Source: an optimization exercise on an open RTL-to-GDS flow (aim: small area, a short achievable clock period and few clock cycles). Production flows keep margins and buffers that such runs may drop. Only simulation tests tie the RTL to the original design; equivalence was not proved. No activity file was given, so power comes from the tool's default toggle rates.

Design p256_mod_add, start of the top module:
module p256_mod_add #(
    parameter int RD_LAT = 3
) (
    input  logic        clk,
    input  logic        rst_n,
    input  logic        ena,
    input  logic [31:0] a_din,
    input  logic [31:0] b_din,
    output logic        rdy,
    output logic [2:0]  a_addr,
    output logic [2:0]  b_addr,
    output logic [2:0]  d_addr,
    output logic        d_wren,
    output logic [31:0] d_dout
);
==> flow/config.mk <==
export PLATFORM = sky130hd
export DESIGN_NAME = p256_mod_add
export DESIGN_NICKNAME = p256_mod_add
export VERILOG_FILES = /design/flow/design.v
export SDC_FILE = /design/flow/constraint.sdc
export NUM_CORES = 4
export LEC_CHECK = 0
export ABC_AREA = 1
export CAP_MARGIN = 20
export CORE_MARGIN = 2
export CORE_UTILIZATION = 40
export SETUP_SLACK_MARGIN = 2.7
export SLEW_MARGIN = 20
==> flow/constraint.sdc <==
create_clock -name core_clock -period 6.0 [get_ports {clk}]
set_input_delay 1.2000 -clock core_clock [delete_from_list [all_inputs] [get_ports {clk}]]
set_output_delay 1.2000 -clock core_clock [all_outputs]
set_load 0.01 [all_outputs]
standard.sh (not shown) runs the stock make flow with config.mk's settings and CLKGATE_MAP_FILE= SYNTH_SCRIPT=/design/flow/synth_recipe.tcl, a recipe that flattens the netlist after the stock synthesis.
==> flow/flow/run.sh <==
#!/bin/bash
# The standard layout, with the port buffers inserted as the smallest buffer
# (sky130_fd_sc_hd__buf_1) instead of the resizer's default pick; timing repair
# resizes them from there. Each step's full output stays in orfs/logs; make's own
# output goes to standard.log.
set -euo pipefail
export BUFFER_PORTS_ARGS="-buffer_cell sky130_fd_sc_hd__buf_1"
bash standard.sh > standard.log 2>&1
The starting point finished with timing, DRC and antenna clean.
Testbench counts at the start, summed over its fixed seeds: cycles 4,480.
Edit:
CORE_UTILIZATION = 60   (was 40)
PLACE_DENSITY = 0.75   (was default)
SETUP_SLACK_MARGIN = 2.9   (was 2.7)
=>
- die area came out lower by 32%
- worst setup slack gains 0.14 ns
- sequential power came out lower by about 0.8%
- routed wire length came out lower by 5.1%
- power came out higher by about 2.4%
- synthesized cell count is unchanged
- non-clock buffer count came out higher by 8
- clock skew is about the same
- synthesized area stays the same
Edit:
CORE_UTILIZATION = 40   (was 60)
PLACE_DENSITY = default   (was 0.75)
SETUP_SLACK_MARGIN = 2.8   (was 2.9)
The new run completed with no timing, DRC or antenna violations; register-to-register slack got worse by 0.05 ns; area after synthesis does not change; non-clock buffer count went down by 5.
Edit:
SETUP_SLACK_MARGIN = 3.05   (was 2.8)
What happened: The changed run finished clean. Clock power goes up by 20%. Non-clock buffer count goes up by 5. Worst setup slack is better by 0.062 ns. Global-route usage goes down by 0.72 points. Via count goes up by 0.50%. Total power goes up by 5.6%. Cell count goes up by 0.76%.

* * *

p256_mod_add, a different RTL version from the one above (not shown whole).
Size in the first run: roughly 440 cells after synthesis, about 4400 sq um of cells after synthesis.
Settings: LEC_CHECK=0, ABC_AREA=1, CAP_MARGIN=20, CORE_MARGIN=2, CORE_UTILIZATION=40, SETUP_SLACK_MARGIN=3.0, SLEW_MARGIN=20; clock period 6.0 ns.
Scripts as last shown in full above: flow/flow/run.sh
The baseline completed without violations.
Testbench counts at the start, summed over its fixed seeds: cycles 4,480.
==> next run, changes <==
CAP_MARGIN = 10   (was 20)
SETUP_SLACK_MARGIN = 2.9   (was 3.0)
SLEW_MARGIN = 10   (was 20)
What happened:
- The changed run finished clean
- worst hold slack got worse by 0.0084 ns
- core utilization is lower by 1.0 points
- synthesized area stays the same
- clock skew is higher by 0.0083 ns
- power is lower by 2.7%

* * *

p256_mod_add, a different RTL version from the one above (not shown whole).
Size: ~52 flip-flops.
==> flow/config.mk <==
export PLATFORM = sky130hd
export DESIGN_NAME = p256_mod_add
export DESIGN_NICKNAME = p256_mod_add
export VERILOG_FILES = /design/flow/design.v
export SDC_FILE = /design/flow/constraint.sdc
export NUM_CORES = 4
export LEC_CHECK = 0
export CAP_MARGIN = 20
export CORE_MARGIN = 2
export CORE_UTILIZATION = 40
export SETUP_SLACK_MARGIN = 2.3
export SLEW_MARGIN = 20
==> flow/constraint.sdc <==
create_clock -name core_clock -period 6.0 [get_ports {clk}]
set_input_delay 1.2000 -clock core_clock [delete_from_list [all_inputs] [get_ports {clk}]]
set_output_delay 1.2000 -clock core_clock [all_outputs]
set_load 0.01 [all_outputs]
Scripts as last shown in full above: flow/flow/run.sh
Testbench counts at the start, summed over its fixed seeds: cycles 4,480.
Rerun with:
CORE_UTILIZATION = 65   (was 40)
PLACE_DENSITY = 0.8   (was unset)
SETUP_SLACK_MARGIN = 2.8   (was 2.3)
- The changed run completed without violations
- global-route usage is higher by 8.7 points
- design area shrinks by about 1.3%
- sequential share of layout area is higher by 0.44 points
- final cell count went down by 6.7%
Rerun with:
CORE_UTILIZATION = 40   (was 65)
PLACE_DENSITY = unset   (was 0.8)
SETUP_SLACK_MARGIN = 3.5   (was 2.8)
After rerunning: The changed run produced a clean layout; clock skew hardly moves; synthesized area is unchanged; global-route usage shrinks by 6.7 points; worst setup slack gets better by 0.091 ns; sequential share of layout area shrinks by 4.9 points; count of clock-buffer cells in the layout is unchanged; first-iteration DRC count came out higher by 6.5%; final cell count rises by 13%; via count grows by 2.0%; cell area climbs by 20%; wire length increases by 18%.

* * *

red:
Starting RTL as in the previous note.
// p256_mod_add
module p256_mod_add #(
    parameter int RD_LAT = 3
) (
    input  logic        clk,
    input  logic        rst_n,
    input  logic        ena,
    input  logic [31:0] a_din,
    input  logic [31:0] b_din,
    output logic        rdy,
    output logic [2:0]  a_addr,
    output logic [2:0]  b_addr,
    output logic [2:0]  d_addr,
    output logic        d_wren,
    output logic [31:0] d_dout
);
==> flow/config.mk <==
export PLATFORM = sky130hd
export DESIGN_NAME = p256_mod_add
export DESIGN_NICKNAME = p256_mod_add
export VERILOG_FILES = /design/flow/design.v
export SDC_FILE = /design/flow/constraint.sdc
export NUM_CORES = 4
export LEC_CHECK = 0
export CAP_MARGIN = 20
export CORE_MARGIN = 2
export CORE_UTILIZATION = 40
export SETUP_SLACK_MARGIN = 2.8
export SLEW_MARGIN = 20
==> flow/constraint.sdc <==
create_clock -name core_clock -period 6.0 [get_ports {clk}]
set_input_delay 1.2000 -clock core_clock [delete_from_list [all_inputs] [get_ports {clk}]]
set_output_delay 1.2000 -clock core_clock [all_outputs]
set_load 0.01 [all_outputs]
Scripts as last shown in full above: flow/flow/run.sh
Per the final summary, red finished and its layout is clean on timing, DRC and antenna.
Testbench counts of red, summed over its fixed seeds: cycles 4,480.
Setup changes, red to blue
Settings: SETUP_SLACK_MARGIN no longer set, was 2.8.
==> run notes <==
red closes out successfully: all stages finished, all timing, DRC and antenna checks passed. blue completed end to end with timing, DRC and antenna clean. Measured against each other, red and blue differ in data arrival time at the worst-slack endpoint, the lower figure coming from red. Going from red to blue, final non-filler cell area shrinks by about 1.5%. Summary — clock power, blue relative to red: lower, by about 3%. blue vs red — worst-case setup margin in the final layout dropped 410 ps. blue: fraction of power consumed by combinational cells lower than red. For share of the final layout cell area in multi-input gates, blue and red come out practically identical. blue — post-layout minimum cycle time 410 ps higher, red as reference. The routed wire length of blue exceeds that of red by about 0.7%.

-- re-timing with driven ports --
The results above use ideal ports. As a check the final layouts listed here were re-extracted and re-timed, cells and wires unchanged.
Step 1: set_driving_cell puts a clkbuf_16 on clk and a buf_2 on each other input, an assumption about the parent block.
Step 2 times the ports against the registers' clock, not the clock port: input delays grow and output delays shrink by t, the midpoint of the rising clock arrivals with the driver on.
Three values: ideal ports, drivers, drivers and shift; two values: the first two.
| run | t (ns) | slack for setup (ns) | hold slack, ns | clock arrival spread, ns | cell pins on the clock port's net |
|---|---|---|---|---|---|
| the first run of note 1 | 0.333 | 2.878 / 2.848 / 2.707 | 0.487 / 0.487 / 0.487 | 0.004 / 0.004 | 1 |
| the second run of note 1 | 0.332 | 3.017 / 2.987 / 2.761 | 0.507 / 0.507 / 0.507 | 0.006 / 0.006 | 1 |
| the third run of note 1 | 0.333 | 2.968 / 2.938 / 2.734 | 0.487 / 0.487 / 0.487 | 0.006 / 0.006 | 1 |
| the fourth run of note 1 | 0.334 | 3.030 / 2.998 / 2.821 | 0.484 / 0.484 / 0.484 | 0.010 / 0.010 | 1 |
| the first run of note 2 | 0.319 | 3.015 / 2.985 / 2.785 | 0.474 / 0.474 / 0.474 | 0.004 / 0.004 | 1 |
| the second run of note 2 | 0.321 | 2.957 / 2.929 / 2.714 | 0.466 / 0.466 / 0.466 | 0.013 / 0.013 | 1 |
| the first run of note 3 | 0.314 | 2.467 / 2.433 / 2.536 | 0.508 / 0.508 / 0.508 | 0.005 / 0.006 | 1 |
| the second run of note 3 | 0.321 | 2.863 / 2.841 / 2.550 | 0.519 / 0.519 / 0.519 | 0.005 / 0.004 | 1 |
| the third run of note 3 | 0.316 | 2.954 / 2.945 / 2.649 | 0.509 / 0.509 / 0.509 | 0.006 / 0.006 | 1 |
| red | 0.312 | 2.875 / 2.839 / 2.609 | 0.500 / 0.500 / 0.500 | 0.008 / 0.007 | 1 |
| blue | 0.314 | 2.467 / 2.433 / 2.536 | 0.508 / 0.508 / 0.508 | 0.005 / 0.006 | 1 |
After both steps setup and hold are still met in every run listed. For the second run of note 3, which loses most, drivers alone change the setup slack by -0.022 ns; drivers and shift together by -0.313 ns.
